From an optimization exercise on the open Yosys and OpenROAD flow, aimed at small area, a short achievable clock period and few clock cycles per item; shortcuts taken in it are not production practice.
Where RTL was checked, it was by simulation tests only, not by an equivalence proof against the original.
Function not checked in runs 1 and 2: the RTL went through the layout flow alone.
Power and IR drop assume default switching activity.

==> flow/design.v <==
package bsis_pkg;
  localparam int unsigned LW   = 5;    
  localparam int unsigned STW  = 7;    
  localparam int unsigned CHW  = 24;   
  localparam int unsigned IDXW = 16;   
endpackage
module bitonic_sort_index_sequencer_core
#(
  parameter int unsigned MAX_LOG_SIZE = 16,
  parameter int unsigned MAX_STEP     = 64
) (
  input  logic            clk_i,
  input  logic            rst_ni,
  input  logic            psel,
  input  logic            penable,
  input  logic            pwrite,
  input  logic [2:0]      paddr,
  input  logic [31:0]     pwdata,
  output logic [31:0]     prdata,
  output logic            pready,
  input  logic            in_valid_i,
  output logic            in_stall_o,
  input  logic [bsis_pkg::CHW-1:0]  chunk_index_i,
  output logic            out_valid_o,
  input  logic            out_stall_i,
  output logic [bsis_pkg::IDXW-1:0] element_index_o,
  output logic            past_end_o,
  output logic            last_o
);
  logic [4:0] log_q;
  logic [6:0] step_q;
  logic       sel_q;
  logic       cfg_wr;
  assign cfg_wr = psel && penable && pwrite;
  always_ff @(posedge clk_i or negedge rst_ni) begin
    if (!rst_ni) begin
      log_q  <= 5'd4;
      step_q <= 7'd8;
    end else if (cfg_wr) begin
      if (paddr[2]) step_q <= pwdata[6:0];
      else          log_q  <= pwdata[4:0];
    end
  end
  always_ff @(posedge clk_i) sel_q <= paddr[2];
  assign prdata = sel_q ? {25'd0, step_q} : {27'd0, log_q};
  assign pready = 1'b1;
  logic [4:0] n_eff;
  logic [6:0] s_eff;
  logic [5:0] km1;      
  assign n_eff = (log_q > 5'd16) ? 5'd16 : log_q;
  assign s_eff = (step_q == 7'd0) ? 7'd1 : (step_q > 7'd64) ? 7'd64 : step_q;
  assign km1   = 6'(s_eff - 7'd1);
  logic       valid_q, act_q, pend_q, chk_q, pseek_q, mbusy_q, ev_q;
  logic [2:0] ds_q;
  logic [15:0] o_q;       
  logic        past_o_q, last_q;
  logic [5:0]  k_q;       
  logic [15:0] m_q;       
  logic [16:0] sm_q;      
  logic        flip_q, sh_q, fr_q, past_q;   
  logic [24:0] e_q;       
  logic [30:0] p_q;       
  logic [4:0]  ac_q;      
  localparam logic [2:0] D_IDLE = 3'd0, D_S1 = 3'd1, D_S2 = 3'd2, D_M1 = 3'd3, D_M2 = 3'd4,
                         D_FILL = 3'd5;
  assign in_stall_o      = pend_q;
  assign out_valid_o     = valid_q;
  assign element_index_o = o_q;
  assign past_end_o      = past_o_q;
  assign last_o          = last_q;
  logic accept, consec, advance, produce, chunk_end, start_c, start_s, far, shok;
  logic [4:0]  ac_dec;
  logic [24:0] p_inc;
  assign accept    = in_valid_i && !pend_q;
  assign consec    = ev_q && ({1'b0, p_q[23:0]} == e_q);
  assign p_inc     = {1'b0, p_q[23:0]} + 25'd1;
  assign advance   = !valid_q || !out_stall_i;
  assign produce   = advance && act_q;
  assign chunk_end = produce && (k_q == 6'd0);
  assign start_c   = pend_q && !chk_q && !pseek_q && (!act_q || chunk_end);
  assign start_s   = pend_q && !chk_q && pseek_q && !mbusy_q && !act_q && advance && (ds_q == D_IDLE);
  assign far       = (|p_q[30:25]) || (n_eff == 5'd0);
  assign ac_dec    = ac_q - 5'd1;
  assign shok      = ac_q != 5'd0;
  logic [15:0] mf, topm, hi, lo, inc_in, tm, ohs, clr, nxt;
  logic [16:0] inc;
  logic [17:0] smx;
  logic        stage_end, case_a, case_b, b1, bit_s, wend, use_mask;
  assign mf        = {m_q[14:0], 1'b1};
  assign topm      = mf & ~m_q;
  assign lo        = flip_q ? (o_q ^ mf) : (o_q & ~topm);
  assign hi        = flip_q ? (o_q ^ mf) : (o_q | topm);
  assign stage_end = &(lo | ~m_q);
  assign case_a    = stage_end && m_q[0];
  assign case_b    = stage_end && !m_q[0];
  assign inc_in    = {lo[15:1], lo[0] | case_b};
  assign inc       = {1'b0, inc_in} + 17'd1;
  assign tm        = inc_in & ~inc[15:0];
  assign b1        = &(tm[15:1] | ~sm_q[15:1]);      
  assign ohs       = {sm_q[14:0], 1'b1} & ~sm_q[15:0];
  assign bit_s     = |(lo & ohs);                   
  assign smx       = {sm_q, 1'b1};
  assign wend      = b1 && smx[n_eff];              
  assign use_mask  = case_a || (case_b && b1 && bit_s);
  assign clr       = case_a ? m_q : {sm_q[14:0], 1'b1};
  assign nxt       = use_mask ? (lo & ~clr) : inc[15:0];
  logic [9:0]  w, x, r;
  logic [14:0] st;
  logic [10:0] d;
  logic        neg, s_gt_n, sleaf;
  logic [15:0] ohm;       
  logic [9:0]  xs;
  logic [4:0]  xm;
  assign w      = p_q[24:15];
  assign st     = p_q[14:0];
  assign ohm    = m_q & ~{1'b0, m_q[15:1]};
  assign s_gt_n = m_q[n_eff - 5'd1];
  assign sleaf  = m_q[0] && !m_q[1];    
  always_comb begin
    xs = '0;
    xm = '0;
    for (int i = 0; i < 16; i++) begin
      if (ohm[i]) begin
        xs = xs | 10'((i + 2) * (i + 1));
        xm = xm | 5'(2 * (i + 1));
      end
    end
    case (ds_q)
      D_M1:    x = 10'd4;
      D_M2:    x = {5'd0, xm};
      D_FILL:  x = 10'd2;
      default: x = xs;
    endcase
  end
  assign d   = {1'b0, w} - {1'b0, x};
  assign neg = d[10];
  assign r   = neg ? w : d[9:0];
  logic dshift, lshift, lbit, ddone;
  always_comb begin
    dshift = 1'b0;
    lshift = 1'b0;
    lbit   = 1'b0;
    ddone  = 1'b0;
    case (ds_q)
      D_S1:   begin dshift = neg; lshift = neg; ddone = !neg && s_gt_n; end
      D_S2:   begin dshift = neg; lshift = neg; lbit = 1'b1; end
      D_M1:   begin lshift = neg; ddone = neg && !m_q[0]; end
      D_M2:   begin dshift = 1'b1; lshift = 1'b1; lbit = !neg; end
      D_FILL: begin dshift = 1'b1; lshift = 1'b1; lbit = !neg; ddone = !shok; end
      default: ;
    endcase
    dshift = dshift && shok;
    if (start_s && far) ddone = 1'b1;
  end
  always_ff @(posedge clk_i or negedge rst_ni) begin
    if (!rst_ni) begin
      valid_q <= 1'b0;
      act_q   <= 1'b0;
      pend_q  <= 1'b0;
      chk_q   <= 1'b0;
      pseek_q <= 1'b0;
      mbusy_q <= 1'b0;
      ev_q    <= 1'b0;
      ds_q    <= D_IDLE;
    end else begin
      if (advance) valid_q <= produce;
      chk_q <= accept;
      if (accept) begin
        pend_q <= 1'b1;
      end
      if (chk_q) begin
        pseek_q <= !consec;
        mbusy_q <= !consec;
      end else if (mbusy_q && !shok) begin
        mbusy_q <= 1'b0;
      end
      if (ddone) begin
        act_q  <= 1'b1;
        pend_q <= 1'b0;
        ds_q   <= D_IDLE;
        ev_q   <= 1'b1;
      end else begin
        if (start_c) begin
          act_q  <= 1'b1;
          pend_q <= 1'b0;
        end else if (chunk_end) begin
          act_q <= 1'b0;
        end
        if (start_s) begin
          ds_q <= D_S1;
        end else begin
          case (ds_q)
            D_S1:   if (neg && sleaf) ds_q <= D_M1;
                    else if (!neg) ds_q <= D_S2;
            D_S2:   if (neg && !sleaf) ds_q <= D_S1;
                    else ds_q <= D_M1;
            D_M1:   ds_q <= neg ? D_FILL : D_M2;
            D_M2:   ds_q <= D_M1;
            default: ;
          endcase
        end
      end
      if (cfg_wr) ev_q <= 1'b0;
    end
  end
  logic [7:0] msum;
  assign msum = {1'b0, p_q[30:24]} + (p_q[0] ? {1'b0, s_eff} : 8'd0);
  always_ff @(posedge clk_i) begin
    if (chk_q) e_q <= p_inc;
    if (produce) begin
      last_q <= (k_q == 6'd0);
      k_q    <= k_q - 6'd1;
      fr_q   <= 1'b0;
      if (past_q || (sh_q && case_b && wend)) begin
        o_q      <= '0;
        past_o_q <= 1'b1;
        past_q   <= 1'b1;
      end else begin
        past_o_q <= 1'b0;
        if (!sh_q) begin
          if (!fr_q) begin
            o_q  <= hi;
            sh_q <= 1'b1;
          end
        end else begin
          o_q  <= nxt;
          sh_q <= 1'b0;
          if (case_a) begin
            m_q    <= m_q >> 1;
            flip_q <= 1'b0;
          end else if (case_b) begin
            if (!b1) begin
              m_q    <= {1'b0, tm[15:1]};
              flip_q <= 1'b0;
            end else if (!bit_s) begin
              m_q    <= '0;
              sm_q   <= 17'd1;
              flip_q <= 1'b1;
            end else begin
              m_q    <= {1'b0, sm_q[14:0]};
              sm_q   <= {sm_q[15:0], 1'b1};
              flip_q <= 1'b1;
            end
          end
        end
      end
    end
    if (start_c || ddone) k_q <= km1;
    if (accept) begin
      p_q <= {7'd0, chunk_index_i};
    end else if (chk_q) begin
      ac_q <= 5'd23;
    end else if (mbusy_q) begin
      p_q  <= {msum, p_q[23:1]};
      ac_q <= ac_dec;
    end else if (start_s) begin
      sm_q   <= '1;
      m_q    <= '1;
      ac_q   <= 5'd15;
      past_q <= far;
    end else if (ds_q != D_IDLE) begin
      if (dshift) begin
        p_q[24:0] <= {r[8:0], st, 1'b0};
        ac_q      <= ac_dec;
      end else begin
        p_q[24:15] <= r;
      end
      if (lshift) o_q <= {o_q[14:0], lbit};
      if ((ds_q == D_S1 || ds_q == D_S2) && neg) begin
        sm_q <= sm_q >> 1;
        m_q  <= m_q >> 1;
      end
      if (ds_q == D_S2 && !neg) flip_q <= 1'b1;
      if (ds_q == D_M2) begin
        m_q    <= m_q >> 1;
        flip_q <= 1'b0;
      end
      if (ds_q == D_S1 && !neg && s_gt_n) past_q <= 1'b1;
      if (ddone) begin
        sh_q <= 1'b0;
        fr_q <= !w[0];
      end
    end
  end
endmodule
==> flow/constraint.sdc <==
create_clock -name core_clock -period 8.0 [get_ports {clk_i}]
set_input_delay 1.6000 -clock core_clock [delete_from_list [all_inputs] [get_ports {clk_i}]]
set_output_delay 1.6000 -clock core_clock [all_outputs]
set_load 0.01 [all_outputs]
==> flow/run.sh <==
#!/bin/bash
# synth_recipe.tcl (not shown) runs the flow's synth.tcl, then flattens the netlist and writes it again
# the make line also repeats each setting of config.mk as NAME=value (left out here)
make -C /OpenROAD-flow-scripts/flow DESIGN_CONFIG=/design/flow/config.mk WORK_HOME=/design/flow/orfs CLKGATE_MAP_FILE= SYNTH_SCRIPT=/design/flow/synth_recipe.tcl finish
==> flow/config.mk <==
export PLATFORM = sky130hd
export DESIGN_NAME = bitonic_sort_index_sequencer_core
export DESIGN_NICKNAME = bitonic_sort_index_sequencer_core
export VERILOG_FILES = /design/flow/design.v
export SDC_FILE = /design/flow/constraint.sdc
export NUM_CORES = 4
export LEC_CHECK = 0
export ABC_CLOCK_PERIOD_IN_PS = 2000
export CAP_MARGIN = 20
export CORE_MARGIN = 2
export CORE_UTILIZATION = 40
export SETUP_SLACK_MARGIN = 5
export SLEW_MARGIN = 20
==> metrics.json, run 1 <==
{
  "p_per_area_nw_per_um2": 482,
  "rsz_0062_raised_after_global_routing": "true",
  "tritoncts.num_buffers": 17,
  "starting_utilization_of_the_core_area": 0.408,
  "clock_tree_from_tritoncts": "done",
  "sinks_on_the_clock_net": 145,
  "static-leakage-power_nw": 6.12,
  "ctsHoldBuffers": 0,
  "timing.max_cap.violations": 0,
  "layout.filler_cells": 2457,
  "slew-limit-headroom": 0.411,
  "antenna_found_initial": 0,
  "synth.distinct_cells": 94,
  "cts.reportedPaths.clkPinSlew_ns": 0.07,
  "via_count_of_the_first_global_routing_pass": 10800,
  "route.vias.total": 11700,
  "crit_path_cell_trace": "buf_6, nand2b_4, a21o_4, a2111oi_4, and3b_4, nand2_4, nand2_4, ha_4, nand4_4, or3_4, nor2b_2, ha_2, nor2b_4, a2111oi_4, o221ai_2, a211oi_2, buf_4, buf_6, nand4_1, buf_6, and3_4, o211ai_1, a21oi_1",
  "status": "timing/DRC/antenna clean",
  "timing_hold_violations_final": 0,
  "yosysTopAreaCellShare": 0.164,
  "globalplace.congestion": 0.899,
  "ant_nets": 0,
  "most_common_library_cell_in_the_layout_ignoring_fill_and_taps": "sky130_fd_sc_hd__nand2_1",
  "total_power_mw": 7.43,
  "critPathSlowestCell": "sky130_fd_sc_hd__or3_4",
  "synth_sequential_area_ratio": 0.320,
  "layout_common_cells": "sky130_fd_sc_hd__nand2_1 (118), sky130_fd_sc_hd__buf_4 (116), sky130_fd_sc_hd__nor2_1 (86), sky130_fd_sc_hd__a21oi_1 (68), sky130_fd_sc_hd__a31oi_1 (64)",
  "std_cell_rows": 61,
  "synth_area_per_cell_um2": 8.32,
  "netlist_instances": 1368,
  "synth_area_leader_cell": "sky130_fd_sc_hd__edfxtp_1",
  "worstSetupPathType": "register to register",
  "finalSetupViolCount": 0,
  "crit_path_max_fanout": 6,
  "worst_clock_skew_ns": 0.0146,
  "fmax_mhz": 209,
  "diodes": 0,
  "worst-endpoint-required_ns": 8.30,
  "design.portCount": 119,
  "hold_class": "register to register",
  "critPathArrivalTime_ns": 5.09,
  "fp.dieW_um": 173,
  "critical-path-max-stage-delay_ns": 0.39,
  "design.die.area_um2": 29800,
  "clock_path_buffers": 2,
  "post_synth_instance_area_um2": 11400,
  "measured_slew_at_the_worst_slew_check_pin_ns": 0.880,
  "grt_start_max_net_pins": 45,
  "place.port_buffers": 65,
  "worst_hold_slack_ns": 0.476,
  "design.final.nets": 1621,
  "drc": 0,
  "ys_async_sr_fraction": 0.152,
  "critPathCaptureType": "register",
  "final_max_slew_viol_count": 0,
  "clock_insertion_delay_worst_skew_ns": 0.44,
  "vdd.ir_drop.worst_v": 0.000169,
  "netlist_top_cells_area": "sky130_fd_sc_hd__edfxtp_1 (16%), sky130_fd_sc_hd__dfxtp_1 (11%), sky130_fd_sc_hd__dfrtp_1 (4.4%)",
  "synth_enable_flop_cells": 62,
  "ys_dominant_reg_cell": "sky130_fd_sc_hd__edfxtp_1",
  "detail_route.wirelength_mm": 40.6,
  "design.core.area_um2": 27900,
  "cts_htree_levels": 4,
  "final_period_minus_worst_setup_slack_ns": 4.78,
  "period_share": 0.598,
  "routedWlPerCell_um": 21.3,
  "first_drt_iteration_drcs": 1320,
  "final.setup.tns_ns": 0,
  "grt_remaining_overflow": 0,
  "final_layout_size_suffix_gt1_frac": 0.307,
  "synthToLayoutAreaGrowth_pct": 35.3,
  "synth.ff_latch_count": 145,
  "detail_route.first_pass.iterations": 6,
  "globalRouteTotalUtil": 0.257,
  "via_per_inst": 6.12,
  "clock_root_buffer": "sky130_fd_sc_hd__clkbuf_16",
  "die_h_um": 173,
  "grt_pass1_wl_mm": 61.0,
  "dp_hpwl_mm": 24.5,
  "crit_path_frequent_cell": "sky130_fd_sc_hd__buf_6",
  "crit_path_start_kind": "register",
  "ys.warnings.count": 1
}
-- worst paths after layout --
| kind | from | end | slack (ns) | depth (start not counted) |
|---|---|---|---|---|
| max | flip_q$_DFF_P_ | o_q[2]$_DFF_P_ | 3.22 | 23 |
| min | p_q[26]$_SDFFE_PP0P_ | p_q[26]$_SDFFE_PP0P_ | 0.48 | 2 |
| max reg2reg | flip_q$_DFF_P_ | o_q[2]$_DFF_P_ | 3.22 | 23 |
| min reg2reg | p_q[26]$_SDFFE_PP0P_ | p_q[26]$_SDFFE_PP0P_ | 0.48 | 2 |
| max in group asynchronous | rst_ni | ds_q[1]$_DFFE_PN0P_ | 6.48 | 1 |
| min in group asynchronous | rst_ni | step_q[0]$_DFFE_PN0P_ | 1.14 | 1 |
-- cell families after synthesis --
kind of cell	share of synthesized area
AOI/OAI and AO/OA	0.236
xor gates and xnor gates	0.0462
adders and majority gates	0.0409
buffers and inverters	0.0783
DFF	0.320
muxes	0.0593
other	0.000660
and+or+nand+nor	0.219
-- routing by layer --
metal,vias up,track usage,part of all wire
met5,-,0,0
met1,5605,0.363,0.43
met2,643,0.383,0.44
met4,0,0.100,0.034
li1,5338,-,-
met3,106,0.0543,0.093
-- cell usage after synthesis, drive strengths merged (21+ instances only) --
master  count
xor2       26
nand3      45
nor3       26
xnor2      34
mux2i      28
ha         34
nand2b     54
and2       21
inv        44
edfxtp     62
a21oi      85
nor2       96
dfxtp      61
a31oi      70
buf        54
nand2     131
nor2b      27
o21ai      71
mux2       21
clkbuf     82
-- power breakdown --
group	switching, mW	total (mW)	internal (mW)
clock network	0.388	0.930	0.542
logic	2.46	4.62	2.16
registers	0.637	1.87	1.24
-- stage by stage --
| stage | setup WS (ns) | util | std cells | cell area, µm² |
|---|---|---|---|---|
| 6_report | 3.22 | 0.553 | 1910 | 15400 |
| 5_1_grt | 3.15 | 0.553 | 1910 | 15400 |
| 4_1_cts | 3.41 | 0.518 | 1858 | 14400 |
| 3_5_place_dp | 2.15 | 0.442 | 1717 | 12300 |
| 3_3_place_gp | 2.16 | 0.442 | 1717 | 12300 |
| 2_1_floorplan | 3.52 | - | 1392 | 11900 |
-- registers in the layout, indices dropped and copies added, names as in the netlist, 3 cells and up --
| signal | count |
|---|---|
| o_q | 16 |
| ac_q | 5 |
| k_q | 6 |
| sm_q | 17 |
| ds_q | 3 |
| log_q | 5 |
| step_q | 7 |
| m_q | 16 |
| p_q | 31 |
| e_q | 25 |
-- what timing repair did --
item	in CTS	in global routing
setup buffers	98	48
pin swaps	47	95
endpoints found under the hold margin	0	0
gates resized for setup	224	125
endpoints found under the setup margin	128	117
cloned	11	4
-- final cells by class --
class	count	area, µm²	area share
Multi-Input combinational cell	1076	8120	0.528
Timing Repair Buffer	233	2200	0.143
Tap cell	378	473	0.0307
Sequential cell	145	3750	0.244
Clock buffer	17	425	0.0276
Inverter	46	183	0.0119
Clock inverter	15	243	0.0158
-- critical path: cells and delay by family, from the launching register on --
family / cells / cell delay, ns
simple gates: 10 / 1.61
compound gates: 7 / 1.60
buf+inv: 4 / 0.70
flops: 1 / 0.36
fa+ha+maj: 2 / 0.35
==> inputs of run 2 (changes only) <==
--- a/flow/config.mk
+++ b/flow/config.mk
@@ -7,3 +7,3 @@
 export LEC_CHECK = 0
-export ABC_CLOCK_PERIOD_IN_PS = 2000
+export ABC_CLOCK_PERIOD_IN_PS = 3500
 export CAP_MARGIN = 20
@@ -11,3 +11,3 @@
 export CORE_UTILIZATION = 40
-export SETUP_SLACK_MARGIN = 5
+export SETUP_SLACK_MARGIN = 4
 export SLEW_MARGIN = 20
==> run 2 against run 1 <==
Still clean on timing, DRC and antenna. Maximum frequency is 2.0% higher. Final cell count is 1.8% lower. Global-route usage hardly changed. Clock power is 11% lower. Non-clock buffer count is 36 lower. Synthesized area stayed put. Hold slack better by 0.0066 ns. Via count is 0.59% lower. First-iteration DRC count is 17% higher. Clock skew is 0.0023 ns higher. Flip-flop and latch count stayed put.
==> metrics.json, run 2 <==
{
  "status": "timing/DRC/antenna clean",
  "worst_path_dominant_cell_family": "simple AND/OR/NAND/NOR gates",
  "slew-limit-headroom": {"value": 0.261, "change": "-0.150"},
  "tritoncts.num_buffers": {"value": 17, "change": "unchanged"},
  "synthToLayoutAreaGrowth_pct": 29.6,
  "post_synth_instance_area": {"value": 11400, "unit": "µm²", "change": "unchanged"},
  "antenna_found_initial": {"value": 1, "change": "+1"},
  "path_buf_inv": {"value": 3, "change": "-1"},
  "clock_root_buffer": "sky130_fd_sc_hd__clkbuf_16",
  "netlist_instances": {"value": 1368, "change": "unchanged"},
  "ys.warnings.count": {"value": 1, "change": "unchanged"},
  "netlist_top_cells_area": "sky130_fd_sc_hd__edfxtp_1 (16%), sky130_fd_sc_hd__dfxtp_1 (11%), sky130_fd_sc_hd__dfrtp_1 (4.4%)",
  "vdd.ir_drop.worst": {"value": 0.000193, "unit": "V", "change": "+14%"},
  "synth_area_leader_cell": "sky130_fd_sc_hd__edfxtp_1",
  "dp_slack": {"value": 1.87, "unit": "ns", "change": "-0.272 ns"},
  "synth_area_per_cell": {"value": 8.32, "unit": "µm²", "change": "unchanged"},
  "layout.filler_cells": {"value": 2488, "change": "+1.3%"},
  "grt_pass1_wl": {"value": 61.3, "unit": "mm", "change": "+0.53%"},
  "design.core.area": {"value": 27900, "unit": "µm²", "change": "unchanged"},
  "crit_path_max_fanout": {"value": 13, "change": "+7"},
  "worst_clock_skew": {"value": 0.0169, "unit": "ns", "change": "+0.00226 ns"},
  "die_h": {"value": 173, "unit": "µm", "change": "unchanged"},
  "grt_start_max_net_pins": {"value": 40, "change": "-11%"},
  "globalplace.congestion": {"value": 0.908, "change": "+0.96%"},
  "drc": {"value": 0, "change": "unchanged"},
  "worstSetupPathType": "register to register",
  "clock_insertion_delay_worst_skew": {"value": 0.45, "unit": "ns", "change": "about the same"},
  "critPathCaptureType": "register",
  "cts_htree_levels": {"value": 4, "change": "unchanged"},
  "most_common_library_cell_in_the_layout_ignoring_fill_and_taps": "sky130_fd_sc_hd__nand2_1",
  "top_cell_types_by_occurrence_after_synthesis": "sky130_fd_sc_hd__nand2_1 (131), sky130_fd_sc_hd__nor2_1 (96), sky130_fd_sc_hd__a21oi_1 (84), sky130_fd_sc_hd__clkbuf_1 (80)",
  "p_per_area": {"value": 479, "unit": "nW/µm²", "change": "-0.63%"},
  "worst_hold_slack": {"value": 0.482, "unit": "ns", "change": "+0.00665 ns"},
  "fmax": {"value": 213, "unit": "MHz", "change": "+2.0%"},
  "grt_remaining_overflow": {"value": 0, "change": "unchanged"},
  "via_per_inst": {"value": 6.20, "change": "+1.3%"},
  "synth_enable_flop_cells": {"value": 62, "change": "unchanged"},
  "detail_route.wirelength": {"value": 40.2, "unit": "mm", "change": "-0.98%"},
  "std_cell_rows": {"value": 61, "change": "unchanged"},
  "final_period_minus_worst_setup_slack": {"value": 4.69, "unit": "ns", "change": "-0.0915 ns"},
  "largest_reg_flops": {"value": 31, "change": "unchanged"},
  "ys_dominant_reg_cell": "sky130_fd_sc_hd__edfxtp_1",
  "critPathSlowestCell": "sky130_fd_sc_hd__a2111oi_2",
  "final_layout_size_suffix_gt1_frac": {"value": 0.265, "change": "-0.0429"},
  "first_drt_iteration_drcs": {"value": 1546, "change": "+17%"},
  "critical-path-max-stage-delay": {"value": 0.61, "unit": "ns", "change": "+0.22 ns"},
  "critPathArrivalTime": {"value": 5.07, "unit": "ns", "change": "-0.02 ns"},
  "synth_sequential_area_ratio": {"value": 0.320, "change": "unchanged"},
  "ys_async_sr_fraction": {"value": 0.152, "change": "unchanged"},
  "crit_path_cell_trace": "buf_6, buf_4, nand2b_1, a31oi_2, nand4_1, nand2b_1, nand2b_1, nor2_1, ha_1, nor2b_1, a2111oi_2, o2111ai_2, a211oi_4, buf_6, nand3_4, or3_4, or3b_1, a32oi_1",
  "final.setup.tns": {"value": 0, "unit": "ns", "change": "unchanged"},
  "final_max_slew_viol_count": {"value": 0, "change": "unchanged"},
  "rsz_0062_raised_after_global_routing": "true",
  "dp_hpwl": {"value": 24.3, "unit": "mm", "change": "-0.70%"},
  "timing_hold_violations_final": {"value": 0, "change": "unchanged"},
  "synth.ff_latch_count": {"value": 145, "change": "unchanged"},
  "worst-endpoint-required": {"value": 8.38, "unit": "ns", "change": "+0.08 ns"},
  "design.portCount": {"value": 119, "change": "unchanged"},
  "cts.reportedPaths.clkPinSlew": {"value": 0.08, "unit": "ns", "change": "about the same"},
  "hold_class": "register to register",
  "static-leakage-power": {"value": 5.71, "unit": "nW", "change": "-6.6%"},
  "timing.max_cap.violations": {"value": 0, "change": "unchanged"},
  "via_count_of_the_first_global_routing_pass": {"value": 10900, "change": "+1.2%"},
  "period_share": {"value": 0.587, "change": "-0.0114"},
  "design.final.nets": {"value": 1586, "change": "-2.2%"},
  "routedWlPerCell": {"value": 21.5, "unit": "µm", "change": "+0.87%"},
  "final.setup.worst_slack": {"value": 3.31, "unit": "ns", "change": "+0.0915 ns"},
  "route.vias.total": {"value": 11600, "change": "-0.59%"},
  "place.port_buffers": {"value": 65, "change": "unchanged"},
  "starting_utilization_of_the_core_area": {"value": 0.408, "change": "unchanged"},
  "largestRegisters": "p_q (31), e_q (25), sm_q (17)",
  "layout_common_cells": "sky130_fd_sc_hd__nand2_1 (115), sky130_fd_sc_hd__nor2_1 (91), sky130_fd_sc_hd__buf_4 (89), sky130_fd_sc_hd__a21oi_1 (72), sky130_fd_sc_hd__clkdlybuf4s50_1 (64)",
  "synth.distinct_cells": {"value": 94, "change": "unchanged"},
  "crit_path_start_kind": "register",
  "crit_path_frequent_cell": "sky130_fd_sc_hd__nand2b_1",
  "finalSetupViolCount": {"value": 0, "change": "unchanged"},
  "synth.most_common_cell": "sky130_fd_sc_hd__nand2_1",
  "ant_nets": {"value": 0, "change": "unchanged"},
  "diodes": {"value": 0, "change": "unchanged"},
  "clock_tree_from_tritoncts": "done",
  "yosysTopAreaCellShare": {"value": 0.164, "change": "unchanged"},
  "measured_slew_at_the_worst_slew_check_pin": {"value": 1.11, "unit": "ns", "change": "+0.227 ns"},
  "detail_route.first_pass.iterations": {"value": 6, "change": "unchanged"},
  "globalRouteTotalUtil": {"value": 0.257, "change": "about the same"},
  "largest-register": "p_q",
  "sinks_on_the_clock_net": {"value": 145, "change": "unchanged"},
  "clock_path_buffers": {"value": 2, "change": "unchanged"},
  "design.die.area": {"value": 29800, "unit": "µm²", "change": "unchanged"},
  "fp.dieW": {"value": 173, "unit": "µm", "change": "unchanged"}
}
run 2: cell type report:
| type | instances | area, µm² | area share |
|---|---|---|---|
| clock buffer | 17 | 425 | 0.0288 |
| clock inverter | 15 | 175 | 0.0119 |
| inverter | 46 | 175 | 0.0119 |
| multi-input combinational | 1077 | 7920 | 0.537 |
| sequential | 145 | 3690 | 0.250 |
| tap | 378 | 473 | 0.0321 |
| timing repair buffer | 197 | 1880 | 0.128 |
run 2: repair_timing:
item	4_1_cts	5_1_grt
endpoints found under the setup margin	102	91
gates resized for setup	157	93
setup buffers	86	28
cloned	13	2
hold buffers	0	0
pin swaps	97	67
run 2: worst paths after layout:
check                                          start               endpoint  slack (ns)  cells after the start
min in group asynchronous                     rst_ni  step_q[4]$_DFFE_PN0P_        1.12                      1
worst min register to register  p_q[28]$_SDFFE_PP0P_   p_q[28]$_SDFFE_PP0P_        0.48                      2
worst max register to register        flip_q$_DFF_P_        sm_q[8]$_DFF_P_        3.31                     18
worst max-delay path                  flip_q$_DFF_P_        sm_q[8]$_DFF_P_        3.31                     18
worst min-delay path            p_q[28]$_SDFFE_PP0P_   p_q[28]$_SDFFE_PP0P_        0.48                      2
max in group asynchronous                     rst_ni    ds_q[2]$_DFFE_PN0P_        6.48                      1
run 2: power by group:
group / internal (mW) / switching [mW] / total, mW / leakage (nW)
Combinational: 2.02 / 2.34 / 4.36 / 4.05
Sequential: 1.22 / 0.660 / 1.88 / 1.37
Clock: 0.423 / 0.408 / 0.831 / 0.291
Total: 3.66 / 3.41 / 7.07 / 5.71
run 2: logic make-up after synthesis:
group,after synthesis,synth area share
and+or+nand+nor,488,0.219
xor gates and xnor gates,60,0.0462
DFF,145,0.320
buffers and inverters,182,0.0783
other,2,0.000660
adders and majority gates,36,0.0409
AOI/OAI and AO/OA,399,0.236
muxes,56,0.0593
run 2: layer usage:
| metal | track usage | vias up | part of all wire |
|---|---|---|---|
| li1 | - | 5272 | - |
| met1 | 0.352 | 5538 | 0.42 |
| met2 | 0.390 | 668 | 0.44 |
| met3 | 0.0495 | 143 | 0.098 |
| met4 | 0.121 | 2 | 0.046 |
| met5 | 0 | - | 0.00025 |
run 2: metrics by stage:
stage                     cell area, µm²  cells  power [mW]  utilization
after floorplan                    11700   1392        4.15            -
after global placement             12100   1714        5.00        0.436
after detailed placement           12100   1714        5.06        0.436
after CTS                          14100   1845        6.55        0.507
after global routing               14700   1875        7.48        0.529
final                              14700   1875        7.07        0.529
run 2: worst reg2reg max path, cell delays in order (launching register included):
cell and delay, ns:
sky130_fd_sc_hd__dfxtp_4 0.36, sky130_fd_sc_hd__buf_6 0.14, sky130_fd_sc_hd__buf_4 0.19, sky130_fd_sc_hd__nand2b_1 0.21, sky130_fd_sc_hd__a31oi_2 0.37, sky130_fd_sc_hd__nand4_1 0.16, sky130_fd_sc_hd__nand2b_1 0.21, sky130_fd_sc_hd__nand2b_1 0.21
sky130_fd_sc_hd__nor2_1 0.13, sky130_fd_sc_hd__ha_1 0.18, sky130_fd_sc_hd__nor2b_1 0.09, sky130_fd_sc_hd__a2111oi_2 0.61, sky130_fd_sc_hd__o2111ai_2 0.28, sky130_fd_sc_hd__a211oi_4 0.29, sky130_fd_sc_hd__buf_6 0.16, sky130_fd_sc_hd__nand3_4 0.08
sky130_fd_sc_hd__or3_4 0.40, sky130_fd_sc_hd__or3b_1 0.36, sky130_fd_sc_hd__a32oi_1 0.19
==> inputs of run 3 (changes only) <==
--- a/flow/design.v
+++ b/flow/design.v
@@ -87,3 +87,5 @@
   logic [17:0] smx;
-  logic        stage_end, case_a, case_b, b1, bit_s, wend, use_mask;
+  logic        f_se, f_b1, f_bs;
+  logic        se_q, b1_q, bs_q, we_q;
+  logic        case_a, case_b, use_mask;
   assign mf        = {m_q[14:0], 1'b1};
@@ -92,5 +94,9 @@
   assign hi        = flip_q ? (o_q ^ mf) : (o_q | topm);
-  assign stage_end = &(lo | ~m_q);
-  assign case_a    = stage_end && m_q[0];
-  assign case_b    = stage_end && !m_q[0];
+  assign ohs       = {sm_q[14:0], 1'b1} & ~sm_q[15:0];
+  assign smx       = {sm_q, 1'b1};
+  assign f_se      = &(o_q | ~m_q);                    
+  assign f_b1      = &(o_q[15:1] | ~sm_q[15:1]);       
+  assign f_bs      = |(o_q & ohs);                     
+  assign case_a    = se_q && m_q[0];
+  assign case_b    = se_q && !m_q[0];
   assign inc_in    = {lo[15:1], lo[0] | case_b};
@@ -98,8 +104,3 @@
   assign tm        = inc_in & ~inc[15:0];
-  assign b1        = &(tm[15:1] | ~sm_q[15:1]);      
-  assign ohs       = {sm_q[14:0], 1'b1} & ~sm_q[15:0];
-  assign bit_s     = |(lo & ohs);                   
-  assign smx       = {sm_q, 1'b1};
-  assign wend      = b1 && smx[n_eff];              
-  assign use_mask  = case_a || (case_b && b1 && bit_s);
+  assign use_mask  = case_a || (case_b && b1_q && bs_q);
   assign clr       = case_a ? m_q : {sm_q[14:0], 1'b1};
@@ -111,4 +112,5 @@
   logic [15:0] ohm;       
-  logic [9:0]  xs;
+  logic [9:0]  xs, xs1, x_q, x_d;
   logic [4:0]  xm;
+  logic [15:0] ohm1;      
   assign w      = p_q[24:15];
@@ -116,2 +118,3 @@
   assign ohm    = m_q & ~{1'b0, m_q[15:1]};
+  assign ohm1   = {1'b0, ohm[15:1]};
   assign s_gt_n = m_q[n_eff - 5'd1];
@@ -119,4 +122,5 @@
   always_comb begin
-    xs = '0;
-    xm = '0;
+    xs  = '0;
+    xs1 = '0;
+    xm  = '0;
     for (int i = 0; i < 16; i++) begin
@@ -126,9 +130,13 @@
       end
-    end
+      if (ohm1[i]) xs1 = xs1 | 10'((i + 2) * (i + 1));
+    end
+    x = x_q;
     case (ds_q)
-      D_M1:    x = 10'd4;
-      D_M2:    x = {5'd0, xm};
-      D_FILL:  x = 10'd2;
-      default: x = xs;
+      D_S1:    x_d = neg ? (sleaf ? 10'd4 : xs1) : xs;
+      D_S2:    x_d = (neg && !sleaf) ? xs1 : 10'd4;
+      D_M1:    x_d = neg ? 10'd2 : {5'd0, xm};
+      D_M2:    x_d = 10'd4;
+      default: x_d = 10'd2;
     endcase
+    if (start_s) x_d = 10'd272;
   end
@@ -209,2 +217,8 @@
     if (chk_q) e_q <= p_inc;
+    if (!sh_q) begin
+      se_q <= f_se;
+      b1_q <= f_b1;
+      bs_q <= f_bs;
+      we_q <= f_se && !m_q[0] && f_b1 && smx[n_eff];
+    end
     if (produce) begin
@@ -213,3 +227,3 @@
       fr_q   <= 1'b0;
-      if (past_q || (sh_q && case_b && wend)) begin
+      if (past_q || (sh_q && we_q)) begin
         o_q      <= '0;
@@ -231,6 +245,6 @@
           end else if (case_b) begin
-            if (!b1) begin
+            if (!b1_q) begin
               m_q    <= {1'b0, tm[15:1]};
               flip_q <= 1'b0;
-            end else if (!bit_s) begin
+            end else if (!bs_q) begin
               m_q    <= '0;
@@ -247,3 +261,4 @@
     end
-    if (start_c || ddone) k_q <= km1;
+    if (start_c || start_s) k_q <= km1;
+    x_q <= x_d;
     if (accept) begin
--- a/flow/config.mk
+++ b/flow/config.mk
@@ -7,3 +7,3 @@
 export LEC_CHECK = 0
-export ABC_CLOCK_PERIOD_IN_PS = 3500
+export ABC_CLOCK_PERIOD_IN_PS = 2000
 export CAP_MARGIN = 20
@@ -11,3 +11,3 @@
 export CORE_UTILIZATION = 40
-export SETUP_SLACK_MARGIN = 4
+export SETUP_SLACK_MARGIN = 4.5
 export SLEW_MARGIN = 20
==> run 3 against run 2 <==
Critical path depth is 10 lower. Clock skew is 0.0054 ns lower. Critical path type is now input pin to register. Sequential power is 3% lower. Clock-buffer cell count is 4 higher. Utilization is 7.1 points lower. Global-route usage is 2.6 points lower. Flip-flop and latch count is 12 higher. Final cell count is 4.4% lower. Hold slack better by 0.032 ns. Combinational power is 29% lower. Die area is 2.6% higher. Wire length is 12% lower.
==> metrics.json, run 3 <==
{
  "status": "timing/DRC/antenna clean",
  "globalplace.congestion": {"value": 0.961, "change": "+5.8%"},
  "clock_root_buffer": "sky130_fd_sc_hd__clkbuf_16",
  "final_max_slew_viol_count": {"value": 0, "change": "unchanged"},
  "final.setup.worst_slack": {"value": 4.55, "unit": "ns", "change": "+1.24 ns"},
  "synth_area_leader_cell": "sky130_fd_sc_hd__edfxtp_1",
  "critPathSlowestCell": "sky130_fd_sc_hd__clkdlybuf4s50_1",
  "yosysTopAreaCellShare": {"value": 0.170, "change": "+0.00604"},
  "cts_htree_levels": {"value": 4, "change": "unchanged"},
  "detail_route.wirelength": {"value": 35.5, "unit": "mm", "change": "-12%"},
  "synth_area_per_cell": {"value": 8.31, "unit": "µm²", "change": "-0.11%"},
  "via_per_inst": {"value": 5.91, "change": "-4.7%"},
  "drc": {"value": 0, "change": "unchanged"},
  "p_per_area": {"value": 432, "unit": "nW/µm²", "change": "-9.9%"},
  "path_buf_inv": {"value": 1, "change": "-2"},
  "final.setup.tns": {"value": 0, "unit": "ns", "change": "unchanged"},
  "critPathArrivalTime": {"value": 3.78, "unit": "ns", "change": "-1.29 ns"},
  "synthToLayoutAreaGrowth_pct": 12.8,
  "measured_slew_at_the_worst_slew_check_pin": {"value": 0.976, "unit": "ns", "change": "-0.131 ns"},
  "design.final.nets": {"value": 1499, "change": "-5.5%"},
  "route.vias.total": {"value": 10600, "change": "-8.8%"},
  "crit_path_cell_trace": "clkdlybuf4s50_1, a21bo_4, nor2_2, and3_4, nand3_4, nand2_1, a21oi_1, a311o_1",
  "dpl_cell_area": {"value": 12300, "unit": "µm²", "change": "+1.6%"},
  "final_std_cells_w_o_fill": {"value": 1793, "change": "-4.4%"},
  "synth.ff_latch_count": {"value": 157, "change": "+8.3%"},
  "netlist_instances": {"value": 1406, "change": "+2.8%"},
  "most_common_library_cell_in_the_layout_ignoring_fill_and_taps": "sky130_fd_sc_hd__nor2_1",
  "grt_start_max_net_pins": {"value": 48, "change": "+20%"},
  "fin_util": {"value": 0.459, "change": "-0.0705"},
  "top_cell_types_by_occurrence_after_synthesis": "sky130_fd_sc_hd__nor2_1 (115), sky130_fd_sc_hd__nand2_1 (112), sky130_fd_sc_hd__a21oi_1 (107), sky130_fd_sc_hd__clkbuf_1 (97), sky130_fd_sc_hd__dfxtp_1 (69)",
  "grt_pass1_wl": {"value": 56.1, "unit": "mm", "change": "-8.6%"},
  "design.die.area": {"value": 30600, "unit": "µm²", "change": "+2.6%"},
  "largest-register": "p_q",
  "largestRegisters": "p_q (31), e_q (25), sm_q (17)",
  "std_cell_rows": {"value": 62, "change": "+1.6%"},
  "place.port_buffers": {"value": 65, "change": "unchanged"},
  "vdd.ir_drop.worst": {"value": 0.000211, "unit": "V", "change": "+9.2%"},
  "via_count_of_the_first_global_routing_pass": {"value": 9963, "change": "-8.7%"},
  "dpl.cell_count": {"value": 1751, "change": "+2.2%"},
  "synth_sequential_area_ratio": {"value": 0.335, "change": "+0.0157"},
  "dp_hpwl": {"value": 24.9, "unit": "mm", "change": "+2.6%"},
  "die_h": {"value": 175, "unit": "µm", "change": "+1.3%"},
  "clock_tree_from_tritoncts": "done",
  "crit_path_max_fanout": {"value": 17, "change": "+4"},
  "grt_remaining_overflow": {"value": 0, "change": "unchanged"},
  "clock_path_buffers": {"value": 2, "change": "unchanged"},
  "cts.reportedPaths.clkPinSlew": {"value": 0.06, "unit": "ns", "change": "-0.02 ns"},
  "post_synth_instance_area": {"value": 11700, "unit": "µm²", "change": "+2.7%"},
  "slew-limit-headroom": {"value": 0.349, "change": "+0.0880"},
  "total_power": {"value": 5.69, "unit": "mW", "change": "-20%"},
  "worst-endpoint-required": {"value": 8.33, "unit": "ns", "change": "-0.05 ns"},
  "synth.most_common_cell": "sky130_fd_sc_hd__nor2_1",
  "ant_nets": {"value": 0, "change": "unchanged"},
  "crit_path_start_kind": "input pin",
  "fmax": {"value": 290, "unit": "MHz", "change": "+36%"},
  "layout.filler_cells": {"value": 2825, "change": "+14%"},
  "routedWlPerCell": {"value": 19.8, "unit": "µm", "change": "-7.8%"},
  "detail_route.first_pass.iterations": {"value": 6, "change": "unchanged"},
  "first_drt_iteration_drcs": {"value": 1037, "change": "-33%"},
  "design.portCount": {"value": 119, "change": "unchanged"},
  "worst_path_dominant_cell_family": "simple AND/OR/NAND/NOR gates",
  "tritoncts.num_buffers": {"value": 17, "change": "unchanged"},
  "final_layout_size_suffix_gt1_frac": {"value": 0.0930, "change": "-0.172"},
  "synth_enable_flop_cells": {"value": 66, "change": "+6.5%"},
  "rsz_0062_raised_after_global_routing": "true",
  "clock_insertion_delay_worst_skew": {"value": 0.44, "unit": "ns", "change": "about the same"},
  "hold_class": "register to register",
  "diodes": {"value": 0, "change": "unchanged"},
  "layout_common_cells": "sky130_fd_sc_hd__nor2_1 (113), sky130_fd_sc_hd__nand2_1 (112), sky130_fd_sc_hd__a21oi_1 (104), sky130_fd_sc_hd__edfxtp_1 (66)",
  "design.core.area": {"value": 28700, "unit": "µm²", "change": "+3.0%"},
  "antenna_found_initial": {"value": 0, "change": "-1"},
  "ys_async_sr_fraction": {"value": 0.140, "change": "-0.0116"},
  "netlist_top_cells_area": "sky130_fd_sc_hd__edfxtp_1 (17%), sky130_fd_sc_hd__dfxtp_1 (12%), sky130_fd_sc_hd__a21oi_1 (4.6%)",
  "synth.distinct_cells": {"value": 86, "change": "-8.5%"},
  "largest_reg_flops": {"value": 31, "change": "unchanged"},
  "timing_hold_violations_final": {"value": 0, "change": "unchanged"},
  "globalRouteTotalUtil": {"value": 0.231, "change": "-0.0257"},
  "static-leakage-power": {"value": 5.28, "unit": "nW", "change": "-7.6%"},
  "starting_utilization_of_the_core_area": {"value": 0.407, "change": "-0.00147"},
  "timing.max_cap.violations": {"value": 0, "change": "unchanged"},
  "worst_hold_slack": {"value": 0.514, "unit": "ns", "change": "+0.0319 ns"},
  "dp_slack": {"value": 3.35, "unit": "ns", "change": "+1.47 ns"},
  "sinks_on_the_clock_net": {"value": 157, "change": "+8.3%"},
  "ys_dominant_reg_cell": "sky130_fd_sc_hd__dfxtp_1",
  "ys.warnings.count": {"value": 1, "change": "unchanged"},
  "fin_area": {"value": 13200, "unit": "µm²", "change": "-11%"},
  "worst_clock_skew": {"value": 0.0115, "unit": "ns", "change": "-0.00539 ns"},
  "final_period_minus_worst_setup_slack": {"value": 3.45, "unit": "ns", "change": "-1.24 ns"},
  "finalSetupViolCount": {"value": 0, "change": "unchanged"},
  "worstSetupPathType": "input pin to register",
  "fp.dieW": {"value": 175, "unit": "µm", "change": "+1.3%"},
  "period_share": {"value": 0.431, "change": "-0.156"},
  "critPathCaptureType": "register",
  "critical-path-max-stage-delay": {"value": 0.46, "unit": "ns", "change": "-0.15 ns"}
}
## run 3: cell count changes in the layout (fill, tap and decap cells not counted), sizes merged, moves of 9 or more
cell | before | now
a21o | 6 | 22
a31oi | 70 | 29
mux2i | 28 | 50
nand3 | 45 | 63
nor2 | 96 | 116
nor2b | 30 | 19
inv | 53 | 69
o21a | 9 | 18
nand2b | 54 | 34
o21ai | 71 | 62
nand2 | 131 | 112
buf | 131 | 24
a21oi | 85 | 107
## run 3: what timing repair did
item	in CTS	in global routing
endpoints found under the setup margin	68	50
hold buffers	0	0
pin swaps	1	5
gates resized for setup	22	23
cloned	0	1
buffers inserted	1	8
## run 3: area by class of cell
type                       instances  area [µm²]  area share
tap                              384         480      0.0365
multi-input combinational       1064        7080       0.537
sequential                       157        3930       0.298
clock inverter                    11        80.1     0.00608
inverter                          67         255      0.0194
timing repair buffer              89         888      0.0675
clock buffer                      21         462      0.0351
## run 3: report_power, final
group	switching, mW	internal [mW]
clock network	0.351	0.418
registers	0.590	1.24
logic	1.72	1.36
total	2.66	3.03
## run 3: cells by family after synthesis
| group | Yosys count | synth area share |
|---|---|---|
| DFF | 157 | 0.335 |
| AOI/OAI and AO/OA | 381 | 0.218 |
| adders and majority gates | 37 | 0.0409 |
| buffers and inverters | 209 | 0.0785 |
| xor gates and xnor gates | 64 | 0.0486 |
| other | 2 | 0.000643 |
| and+or+nand+nor | 482 | 0.207 |
| muxes | 74 | 0.0708 |
## run 3: worst paths after layout
kind / from / end / slack [ns] / cells after the start
min in group asynchronous: rst_ni / ev_q$_DFFE_PN0P_ / 1.13 / 1
worst min register to register: sm_q[16]$_DFF_P_ / sm_q[15]$_DFF_P_ / 0.51 / 2
worst max register to register: m_q[0]$_DFF_P_ / o_q[15]$_DFF_P_ / 4.68 / 14
worst max-delay path: out_stall_i / sm_q[13]$_DFF_P_ / 4.55 / 8
worst min-delay path: sm_q[16]$_DFF_P_ / sm_q[15]$_DFF_P_ / 0.51 / 2
max in group asynchronous: rst_ni / log_q[2]$_DFFE_PN1P_ / 6.51 / 1
## run 3: tightest hold or removal path, cell delays in order, from the launching register on
cell and delay (ns):
sky130_fd_sc_hd__dfxtp_1 0.32, sky130_fd_sc_hd__nor2_1 0.11, sky130_fd_sc_hd__a31oi_1 0.04
## run 3: metal layers
layer  global-route usage  up-vias  wire length, µm
met2                0.366      412            16300
met3               0.0374       65             2030
met1                0.321     5073            16300
li1                     -     5045                -
met4               0.0795        0              935
met5                    0        -                0
Testbench counts of run 3, summed over its fixed seeds: cycles 145,252, items 135,995.
==> inputs of run 4 (changes only) <==
--- a/flow/config.mk
+++ b/flow/config.mk
@@ -11,3 +11,3 @@
 export CORE_UTILIZATION = 40
-export SETUP_SLACK_MARGIN = 4.5
+export SETUP_SLACK_MARGIN = 5
 export SLEW_MARGIN = 20
==> run 4 against run 3 <==
Final cell count grew 3.3%. Clock power up 5.7%. Sequential power about the same. Synthesized area unchanged. Wire length rose by 5.4%. Clock skew grew 0.0063 ns. Non-clock buffer count grew 58. Combinational power grew 12%. Critical endpoint is now o_q[14]$_DFF_P_. Setup slack improved by 0.27 ns.
==> metrics.json, run 4 <==
{
  "grt_pass1_wl": {"value": 58.8, "unit": "mm", "change": "+4.9%"},
  "synth.distinct_cells": {"value": 86, "change": "unchanged"},
  "ys_dominant_reg_cell": "sky130_fd_sc_hd__dfxtp_1",
  "ys.warnings.count": {"value": 1, "change": "unchanged"},
  "seqPwrFrac": {"value": 0.300, "change": "-0.022"},
  "yosysTopAreaCellShare": {"value": 0.170, "change": "unchanged"},
  "diodes": {"value": 0, "change": "unchanged"},
  "grt_start_max_net_pins": {"value": 39, "change": "-19%"},
  "final_period_minus_worst_setup_slack": {"value": 3.18, "unit": "ns", "change": "-0.266 ns"},
  "std_cell_rows": {"value": 62, "change": "unchanged"},
  "tritoncts.num_buffers": {"value": 17, "change": "unchanged"},
  "share_comb_of_total_power": {"value": 0.567, "change": "+0.025"},
  "timing_hold_violations_final": {"value": 0, "change": "unchanged"},
  "layout_common_cells": "sky130_fd_sc_hd__nor2_1 (110), sky130_fd_sc_hd__nand2_1 (110), sky130_fd_sc_hd__a21oi_1 (96), sky130_fd_sc_hd__buf_4 (70), sky130_fd_sc_hd__edfxtp_1 (66)",
  "die_h": {"value": 175, "unit": "µm", "change": "unchanged"},
  "clock_insertion_delay_worst_skew": {"value": 0.45, "unit": "ns", "change": "about the same"},
  "dpl.cell_count": {"value": 1747, "change": "-0.23%"},
  "final.setup.tns": {"value": 0, "unit": "ns", "change": "unchanged"},
  "path_buf_inv": {"value": 1, "change": "unchanged"},
  "worstSetupPathType": "register to register",
  "crit_path_start_kind": "register",
  "netSwitchingFraction": {"value": 0.470, "change": "+0.00175"},
  "critPathSlowestCell": "sky130_fd_sc_hd__or4b_4",
  "finalSetupViolCount": {"value": 0, "change": "unchanged"},
  "routed-wl-met2": {"value": 17.4, "unit": "mm", "change": "+6.9%"},
  "critPathCaptureType": "register",
  "dp_hpwl": {"value": 24.9, "unit": "mm", "change": "about the same"},
  "worst_path_dominant_cell_family": "simple AND/OR/NAND/NOR gates",
  "drc": {"value": 0, "change": "unchanged"},
  "via_count_of_the_first_global_routing_pass": {"value": 10400, "change": "+4.1%"},
  "fp.dieW": {"value": 175, "unit": "µm", "change": "unchanged"},
  "status": "timing/DRC/antenna clean",
  "dpl_cell_area": {"value": 12400, "unit": "µm²", "change": "+0.19%"},
  "design.final.nets": {"value": 1559, "change": "+4.0%"},
  "synthToLayoutAreaGrowth_pct": 21.0,
  "critPathArrivalTime": {"value": 3.51, "unit": "ns", "change": "-0.27 ns"},
  "critical-path-max-stage-delay": {"value": 0.50, "unit": "ns", "change": "+0.04 ns"},
  "power_frac_clock": {"value": 0.133, "change": "-0.002"},
  "power.net_switching": {"value": 2.86, "unit": "mW", "change": "+7.4%"},
  "grt_remaining_overflow": {"value": 0, "change": "unchanged"},
  "route.vias.total": {"value": 10900, "change": "+2.6%"},
  "globalRouteTotalUtil": {"value": 0.242, "change": "+0.0110"},
  "first_drt_iteration_drcs": {"value": 984, "change": "-5.1%"},
  "final_layout_size_suffix_gt1_frac": {"value": 0.184, "change": "+0.0908"},
  "cts.reportedPaths.clkPinSlew": {"value": 0.07, "unit": "ns", "change": "about the same"},
  "largestRegisters": "p_q (31), e_q (25), sm_q (17)",
  "place.port_buffers": {"value": 65, "change": "unchanged"},
  "hold_class": "register to register",
  "design.die.area": {"value": 30600, "unit": "µm²", "change": "unchanged"},
  "rsz_0062_raised_after_global_routing": "true",
  "crit_path_cell_trace": "buf_12, nor2b_4, a221o_1, ha_2, or4b_4, nor4_4, and3_4, and3_4, ha_4, nor2_1, a21oi_1, o211ai_1, a21oi_1, o22a_1",
  "highest_layer": "met4",
  "fin_area": {"value": 14100, "unit": "µm²", "change": "+7.3%"},
  "period_share": {"value": 0.398, "change": "-0.0332"},
  "sinks_on_the_clock_net": {"value": 157, "change": "unchanged"},
  "routedWlPerCell": {"value": 20.2, "unit": "µm", "change": "+2.0%"},
  "synth_area_per_cell": {"value": 8.31, "unit": "µm²", "change": "unchanged"},
  "largest-register": "p_q",
  "vdd.ir_drop.worst": {"value": 0.000225, "unit": "V", "change": "+6.7%"},
  "synth_sequential_area_ratio": {"value": 0.335, "change": "unchanged"},
  "synth_enable_flop_cells": {"value": 66, "change": "unchanged"},
  "p_int": {"value": 3.23, "unit": "mW", "change": "+6.7%"},
  "slew-limit-headroom": {"value": 0.355, "change": "+0.00548"},
  "total_power": {"value": 6.09, "unit": "mW", "change": "+7.0%"},
  "largest_reg_flops": {"value": 31, "change": "unchanged"},
  "top_cell_types_by_occurrence_after_synthesis": "sky130_fd_sc_hd__nor2_1 (115), sky130_fd_sc_hd__nand2_1 (112), sky130_fd_sc_hd__a21oi_1 (107), sky130_fd_sc_hd__clkbuf_1 (97), sky130_fd_sc_hd__dfxtp_1 (69)",
  "netlist_top_cells_area": "sky130_fd_sc_hd__edfxtp_1 (17%), sky130_fd_sc_hd__dfxtp_1 (12%), sky130_fd_sc_hd__a21oi_1 (4.6%)",
  "netlist_instances": {"value": 1406, "change": "unchanged"},
  "static-leakage-power": {"value": 5.76, "unit": "nW", "change": "+9.1%"},
  "worst_clock_skew": {"value": 0.0178, "unit": "ns", "change": "+0.00630 ns"},
  "cts_htree_levels": {"value": 4, "change": "unchanged"},
  "clock_path_buffers": {"value": 2, "change": "unchanged"},
  "globalplace.congestion": {"value": 0.931, "change": "-3.0%"},
  "clock_tree_from_tritoncts": "done",
  "design.core.area": {"value": 28700, "unit": "µm²", "change": "unchanged"},
  "measured_slew_at_the_worst_slew_check_pin": {"value": 0.968, "unit": "ns", "change": "-0.00822 ns"},
  "timing.max_cap.violations": {"value": 0, "change": "unchanged"},
  "starting_utilization_of_the_core_area": {"value": 0.407, "change": "unchanged"},
  "antenna_found_initial": {"value": 0, "change": "unchanged"},
  "worst_hold_slack": {"value": 0.517, "unit": "ns", "change": "+0.00270 ns"},
  "wl_met1": {"value": 16.9, "unit": "mm", "change": "+3.7%"},
  "synth.most_common_cell": "sky130_fd_sc_hd__nor2_1",
  "worst-endpoint-required": {"value": 8.33, "unit": "ns", "change": "about the same"},
  "ctsHoldBuffers": {"value": 0, "change": "unchanged"},
  "synth.ff_latch_count": {"value": 157, "change": "unchanged"},
  "final_max_slew_viol_count": {"value": 0, "change": "unchanged"},
  "detail_route.first_pass.iterations": {"value": 5, "change": "-1"},
  "design.portCount": {"value": 119, "change": "unchanged"},
  "p_per_area": {"value": 431, "unit": "nW/µm²", "change": "-0.28%"},
  "crit_path_max_fanout": {"value": 4, "change": "-13"},
  "via_per_inst": {"value": 5.87, "change": "-0.68%"},
  "ys_async_sr_fraction": {"value": 0.140, "change": "unchanged"},
  "fmax": {"value": 314, "unit": "MHz", "change": "+8.3%"},
  "detail_route.wirelength": {"value": 37.4, "unit": "mm", "change": "+5.4%"},
  "post_synth_instance_area": {"value": 11700, "unit": "µm²", "change": "unchanged"},
  "routed_wl_met3": {"value": 1.90, "unit": "mm", "change": "-6.8%"},
  "clock_root_buffer": "sky130_fd_sc_hd__clkbuf_16",
  "final_std_cells_w_o_fill": {"value": 1853, "change": "+3.3%"},
  "ant_nets": {"value": 0, "change": "unchanged"},
  "synth_area_leader_cell": "sky130_fd_sc_hd__edfxtp_1"
}
## run 4: cell counts after synthesis
Identical to the previous run, type by type.
## run 4: stage by stage
step	util	setup slack, ns
after floorplan	-	4.87
after global placement	0.431	3.40
after detailed placement	0.431	3.37
after CTS	0.478	4.91
after global routing	0.493	4.71
final	0.493	4.82
## run 4: final cells by class
type / count / area [µm²]
Inverter: 67 / 259
Sequential cell: 157 / 4000
Fill cell: 2810 / 14600
Tap cell: 384 / 480
Clock inverter: 15 / 145
Clock buffer: 17 / 425
Timing Repair Buffer: 147 / 1380
Multi-Input combinational cell: 1066 / 7440
## run 4: layer usage
layer,GRT usage,vias up
met5,0,-
met4,0.0969,0
met3,0.0281,87
met2,0.388,375
met1,0.334,5234
li1,-,5179
## run 4: repair_timing
item,CTS,global route
cloned,5,0
hold endpoints to repair,0,0
setup endpoints to repair,158,59
setup buffers,43,25
pin swaps,15,28
gates resized for setup,136,56
## run 4: logic make-up (layout without fill, tap and decap cells)
family | Yosys count | after routing | share of synthesized area
XOR/XNOR | 64 | 64 | 0.0486
multiplexers | 74 | 74 | 0.0708
buffers and inverters | 209 | 246 | 0.0785
AO/OA/AOI/OAI | 381 | 383 | 0.218
AND/OR/NAND/NOR | 482 | 482 | 0.207
other | 2 | 26 | 0.000643
adder cells (fa/ha/maj) | 37 | 37 | 0.0409
flip-flops | 157 | 157 | 0.335
## run 4: power by group through the flow
stage / Sequential, mW / Combinational [mW] / Clock, mW
after floorplan: 1.47 / 2.48 / 0
after global placement: 1.85 / 2.90 / 0
after detailed placement: 1.85 / 2.94 / 0
after CTS: 1.82 / 3.22 / 0.824
after global routing: 1.87 / 3.80 / 0.853
final: 1.83 / 3.45 / 0.812
## run 4: worst reg2reg max path, cell delays in order, from the launching register on
cell                       delay (ns)
sky130_fd_sc_hd__dfxtp_4         0.36
sky130_fd_sc_hd__buf_12          0.12
sky130_fd_sc_hd__nor2b_4         0.15
sky130_fd_sc_hd__a221o_1         0.26
sky130_fd_sc_hd__ha_2            0.22
sky130_fd_sc_hd__or4b_4          0.50
sky130_fd_sc_hd__nor4_4          0.33
sky130_fd_sc_hd__and3_4          0.23
sky130_fd_sc_hd__and3_4          0.19
sky130_fd_sc_hd__ha_4            0.19
sky130_fd_sc_hd__nor2_1          0.08
sky130_fd_sc_hd__a21oi_1         0.05
sky130_fd_sc_hd__o211ai_1        0.13
sky130_fd_sc_hd__a21oi_1         0.10
sky130_fd_sc_hd__o22a_1          0.18
## run 4: worst paths after layout
| check | start | end | slack, ns | cells after the start |
|---|---|---|---|---|
| min in group asynchronous | rst_ni | step_q[5]$_DFFE_PN0P_ | 1.13 | 1 |
| worst min register to register | p_q[30]$_SDFFE_PP0P_ | p_q[30]$_SDFFE_PP0P_ | 0.52 | 2 |
| max in group asynchronous | rst_ni | step_q[2]$_DFFE_PN0P_ | 6.49 | 1 |
| worst min-delay path | p_q[30]$_SDFFE_PP0P_ | p_q[30]$_SDFFE_PP0P_ | 0.52 | 2 |
| worst max-delay path | m_q[0]$_DFF_P_ | o_q[14]$_DFF_P_ | 4.82 | 14 |
| worst max register to register | m_q[0]$_DFF_P_ | o_q[14]$_DFF_P_ | 4.82 | 14 |
==> inputs of run 5 (changes only) <==
--- a/flow/config.mk
+++ b/flow/config.mk
@@ -10,3 +10,3 @@
 export CORE_MARGIN = 2
-export CORE_UTILIZATION = 40
+export CORE_UTILIZATION = 60
 export SETUP_SLACK_MARGIN = 5
==> run 5 against run 4 <==
Setup slack improved by 0.13 ns. First-iteration DRC count decreased by 8.7%. Clock-buffer cell count did not move. Clock power shrank 2.7%. Hold slack worse by 0.0098 ns. Flip-flop and latch count stayed put. Via count grew 3.3%. Global-route usage up 11 points. Total power is 0.19% higher. Critical endpoint unchanged. Largest cell class unchanged. Largest power group unchanged.
==> metrics.json, run 5 <==
{
  "worst-r2r-cell-count": {"value": 14, "change": "unchanged"},
  "ctsHoldBuffers": {"value": 0, "change": "unchanged"},
  "r2r_start": "flip_q$_DFF_P_",
  "synth.ff_latch_count": {"value": 157, "change": "unchanged"},
  "globalplace.congestion": {"value": 1.02, "change": "+9.4%"},
  "post_synth_instance_area": {"value": 11700, "unit": "µm²", "change": "unchanged"},
  "worstSetupPathType": "register to register",
  "std_cell_rows": {"value": 51, "change": "-18%"},
  "fmax": {"value": 328, "unit": "MHz", "change": "+4.4%"},
  "die_h": {"value": 144, "unit": "µm", "change": "-18%"},
  "via_per_inst": {"value": 6.46, "change": "+10%"},
  "tritoncts.num_buffers": {"value": 17, "change": "unchanged"},
  "vdd.ir_drop.worst": {"value": 0.000238, "unit": "V", "change": "+6.0%"},
  "cts.reportedPaths.clkPinSlew": {"value": 0.07, "unit": "ns", "change": "about the same"},
  "total_power": {"value": 6.10, "unit": "mW", "change": "+0.19%"},
  "timing_hold_violations_final": {"value": 0, "change": "unchanged"},
  "final_period_minus_worst_setup_slack": {"value": 3.05, "unit": "ns", "change": "-0.134 ns"},
  "design.die.area": {"value": 20600, "unit": "µm²", "change": "-33%"},
  "route.vias.total": {"value": 11200, "change": "+3.3%"},
  "grt_start_max_net_pins": {"value": 38, "change": "-2.6%"},
  "detail_route.first_pass.iterations": {"value": 6, "change": "+1"},
  "sinks_on_the_clock_net": {"value": 157, "change": "unchanged"},
  "crit_path_max_fanout": {"value": 7, "change": "+3"},
  "synth_area_leader_cell": "sky130_fd_sc_hd__edfxtp_1",
  "synth.most_common_cell": "sky130_fd_sc_hd__nor2_1",
  "final_max_slew_viol_count": {"value": 0, "change": "unchanged"},
  "synth_sequential_area_ratio": {"value": 0.335, "change": "unchanged"},
  "synth_enable_flop_cells": {"value": 66, "change": "unchanged"},
  "netlist_top_cells_area": "sky130_fd_sc_hd__edfxtp_1 (17%), sky130_fd_sc_hd__dfxtp_1 (12%), sky130_fd_sc_hd__a21oi_1 (4.6%)",
  "clock_tree_from_tritoncts": "done",
  "drc": {"value": 0, "change": "unchanged"},
  "fin_area": {"value": 14000, "unit": "µm²", "change": "-0.83%"},
  "static-leakage-power": {"value": 5.79, "unit": "nW", "change": "+0.38%"},
  "antenna_found_initial": {"value": 0, "change": "unchanged"},
  "routedWlPerCell": {"value": 21.4, "unit": "µm", "change": "+6.1%"},
  "final_layout_size_suffix_gt1_frac": {"value": 0.181, "change": "-0.00254"},
  "layout_common_cells": "sky130_fd_sc_hd__nand2_1 (109), sky130_fd_sc_hd__nor2_1 (108), sky130_fd_sc_hd__a21oi_1 (97), sky130_fd_sc_hd__buf_4 (71), sky130_fd_sc_hd__edfxtp_1 (66)",
  "regToRegEndpoint": "o_q[14]$_DFF_P_",
  "final.setup.tns": {"value": 0, "unit": "ns", "change": "unchanged"},
  "status": "timing/DRC/antenna clean",
  "grt_remaining_overflow": {"value": 0, "change": "unchanged"},
  "p_per_area": {"value": 435, "unit": "nW/µm²", "change": "+1.0%"},
  "hp-start": "sm_q[16]$_DFF_P_",
  "fp.dieW": {"value": 144, "unit": "µm", "change": "-18%"},
  "slew-limit-headroom": {"value": 0.360, "change": "+0.00497"},
  "critPathCaptureType": "register",
  "ys_dominant_reg_cell": "sky130_fd_sc_hd__dfxtp_1",
  "most_common_library_cell_in_the_layout_ignoring_fill_and_taps": "sky130_fd_sc_hd__nand2_1",
  "first_drt_iteration_drcs": {"value": 898, "change": "-8.7%"},
  "clock_root_buffer": "sky130_fd_sc_hd__clkbuf_16",
  "dpl_cell_area": {"value": 12200, "unit": "µm²", "change": "-1.1%"},
  "period_share": {"value": 0.381, "change": "-0.0168"},
  "finalSetupViolCount": {"value": 0, "change": "unchanged"},
  "hold_class": "register to register",
  "ys_async_sr_fraction": {"value": 0.140, "change": "unchanged"},
  "design.final.nets": {"value": 1563, "change": "+0.26%"},
  "top_cell_types_by_occurrence_after_synthesis": "sky130_fd_sc_hd__nor2_1 (115), sky130_fd_sc_hd__nand2_1 (112), sky130_fd_sc_hd__a21oi_1 (107), sky130_fd_sc_hd__clkbuf_1 (97), sky130_fd_sc_hd__dfxtp_1 (69)",
  "synth.distinct_cells": {"value": 86, "change": "unchanged"},
  "diodes": {"value": 0, "change": "unchanged"},
  "regToRegSetupSlack": {"value": 4.95, "unit": "ns", "change": "+0.13 ns"},
  "starting_utilization_of_the_core_area": {"value": 0.606, "change": "+0.199"},
  "clock_insertion_delay_worst_skew": {"value": 0.43, "unit": "ns", "change": "-0.02 ns"},
  "grt_pass1_wl": {"value": 56.4, "unit": "mm", "change": "-4.0%"},
  "detail_route.wirelength": {"value": 37.2, "unit": "mm", "change": "-0.53%"},
  "yosysTopAreaCellShare": {"value": 0.170, "change": "unchanged"},
  "fin_util": {"value": 0.727, "change": "+0.235"},
  "synthToLayoutAreaGrowth_pct": 20.0,
  "timing.max_cap.violations": {"value": 0, "change": "unchanged"},
  "dp_hpwl": {"value": 24.5, "unit": "mm", "change": "-1.5%"},
  "worst_clock_skew": {"value": 0.00990, "unit": "ns", "change": "-0.00790 ns"},
  "largestRegisters": "p_q (31), e_q (25), sm_q (17)",
  "worst-endpoint-required": {"value": 8.32, "unit": "ns", "change": "about the same"},
  "globalRouteTotalUtil": {"value": 0.355, "change": "+0.112"},
  "clock_path_buffers": {"value": 2, "change": "unchanged"},
  "critPathArrivalTime": {"value": 3.37, "unit": "ns", "change": "-0.14 ns"},
  "rsz_0062_raised_after_global_routing": "true",
  "design.portCount": {"value": 119, "change": "unchanged"},
  "place.port_buffers": {"value": 65, "change": "unchanged"},
  "design.core.area": {"value": 19300, "unit": "µm²", "change": "-33%"},
  "netlist_instances": {"value": 1406, "change": "unchanged"},
  "largest_reg_flops": {"value": 31, "change": "unchanged"},
  "crit_path_start_kind": "register",
  "cts_htree_levels": {"value": 4, "change": "unchanged"},
  "worst_hold_slack": {"value": 0.507, "unit": "ns", "change": "-0.00979 ns"},
  "hold-path-endpoint": "sm_q[15]$_DFF_P_",
  "via_count_of_the_first_global_routing_pass": {"value": 10400, "change": "+0.73%"},
  "synth_area_per_cell": {"value": 8.31, "unit": "µm²", "change": "unchanged"},
  "measured_slew_at_the_worst_slew_check_pin": {"value": 0.960, "unit": "ns", "change": "-0.00746 ns"},
  "whs_path_depth": {"value": 2, "change": "unchanged"},
  "largest-register": "p_q",
  "ys.warnings.count": {"value": 1, "change": "unchanged"},
  "ant_nets": {"value": 0, "change": "unchanged"}
}
-- run 5: cell count changes in the layout (fill, tap and decap cells not counted), sizes merged, moves of 2 or more --
cell and change:
dlymetal6s2s +4, clkinvlp +2, clkdlybuf4s50 -3, clkbuf +2
-- run 5: where the power goes --
part	internal [mW]	leakage, nW	switching [mW]
combinational	1.55	4.04	1.91
sequential	1.26	1.47	0.584
clock	0.413	0.275	0.377
-- run 5: kinds of logic after synthesis --
kind of cell,share of synthesized area
flops,0.335
xor+xnor,0.0486
mux,0.0708
other cells,0.000643
simple gates,0.207
buf+inv,0.0785
compound gates,0.218
fa+ha+maj,0.0409
-- run 5: area by class of cell --
class | count | area (µm²)
clock buffers | 17 | 425
multi-input cells | 1067 | 7430
flip-flops and latches | 157 | 3990
well taps | 265 | 332
fillers | 1520 | 5250
repair buffers | 150 | 1430
clock inverters | 15 | 141
inverters | 67 | 263
-- run 5: stage by stage --
step	worst slack, ns	std cells
2_1_floorplan	4.87	1430
3_3_place_gp	3.45	1628
3_5_place_dp	3.41	1629
4_1_cts	4.96	1721
5_1_grt	4.80	1738
6_report	4.95	1738
-- run 5: worst max path at each step --
stage,startpoint,endpoint,slack (ns),cells after the start
final,flip_q$_DFF_P_,o_q[14]$_DFF_P_,4.95,14
after detailed placement,out_stall_i,sm_q[8]$_DFF_P_,3.41,8
after CTS,in_valid_i,m_q[11]$_DFF_P_,4.96,8
after global routing,m_q[2]$_DFF_P_,o_q[10]$_DFF_P_,4.80,11
after floorplan,out_stall_i,k_q[4]$_DFFE_PP_,4.87,13
after global placement,out_stall_i,sm_q[1]$_DFF_P_,3.45,8
-- run 5: per-layer routing --
metal	routed length, µm	up-vias	global-route usage	share of wire
li1	-	5184	-	-
met1	14500	5313	0.437	0.39
met2	17700	577	0.588	0.48
met3	2850	159	0.0640	0.077
met4	2150	0	0.197	0.058
met5	0	-	0	0
-- run 5: critical path, stage by stage, from the launching register on --
cell                       delay [ns]
sky130_fd_sc_hd__dfxtp_4         0.36
sky130_fd_sc_hd__buf_12          0.14
sky130_fd_sc_hd__nand2b_1        0.17
sky130_fd_sc_hd__a21oi_1         0.23
sky130_fd_sc_hd__nor2_1          0.12
sky130_fd_sc_hd__or4b_4          0.56
sky130_fd_sc_hd__nor4_4          0.23
sky130_fd_sc_hd__and3_4          0.25
sky130_fd_sc_hd__and3_4          0.18
sky130_fd_sc_hd__ha_4            0.19
sky130_fd_sc_hd__nor2_2          0.08
sky130_fd_sc_hd__a21oi_1         0.05
sky130_fd_sc_hd__o211ai_1        0.13
sky130_fd_sc_hd__a21oi_1         0.09
sky130_fd_sc_hd__o22a_1          0.17
-- run 5: repair_timing --
item                                    4_1_cts  5_1_grt
gates resized for setup                     130       51
pin swaps                                    22       15
cloned                                        5        1
endpoints found under the setup margin      153       81
setup buffers                                55       16

Re-timed with assumed drivers on the ports (clkbuf_16 on the clock, buf_2 on other inputs), run 5 has 4.952 ns of setup slack against 4.952 ns with ideal ports, and 4.606 ns once port delays also move by the mid clock arrival of 0.473 ns.
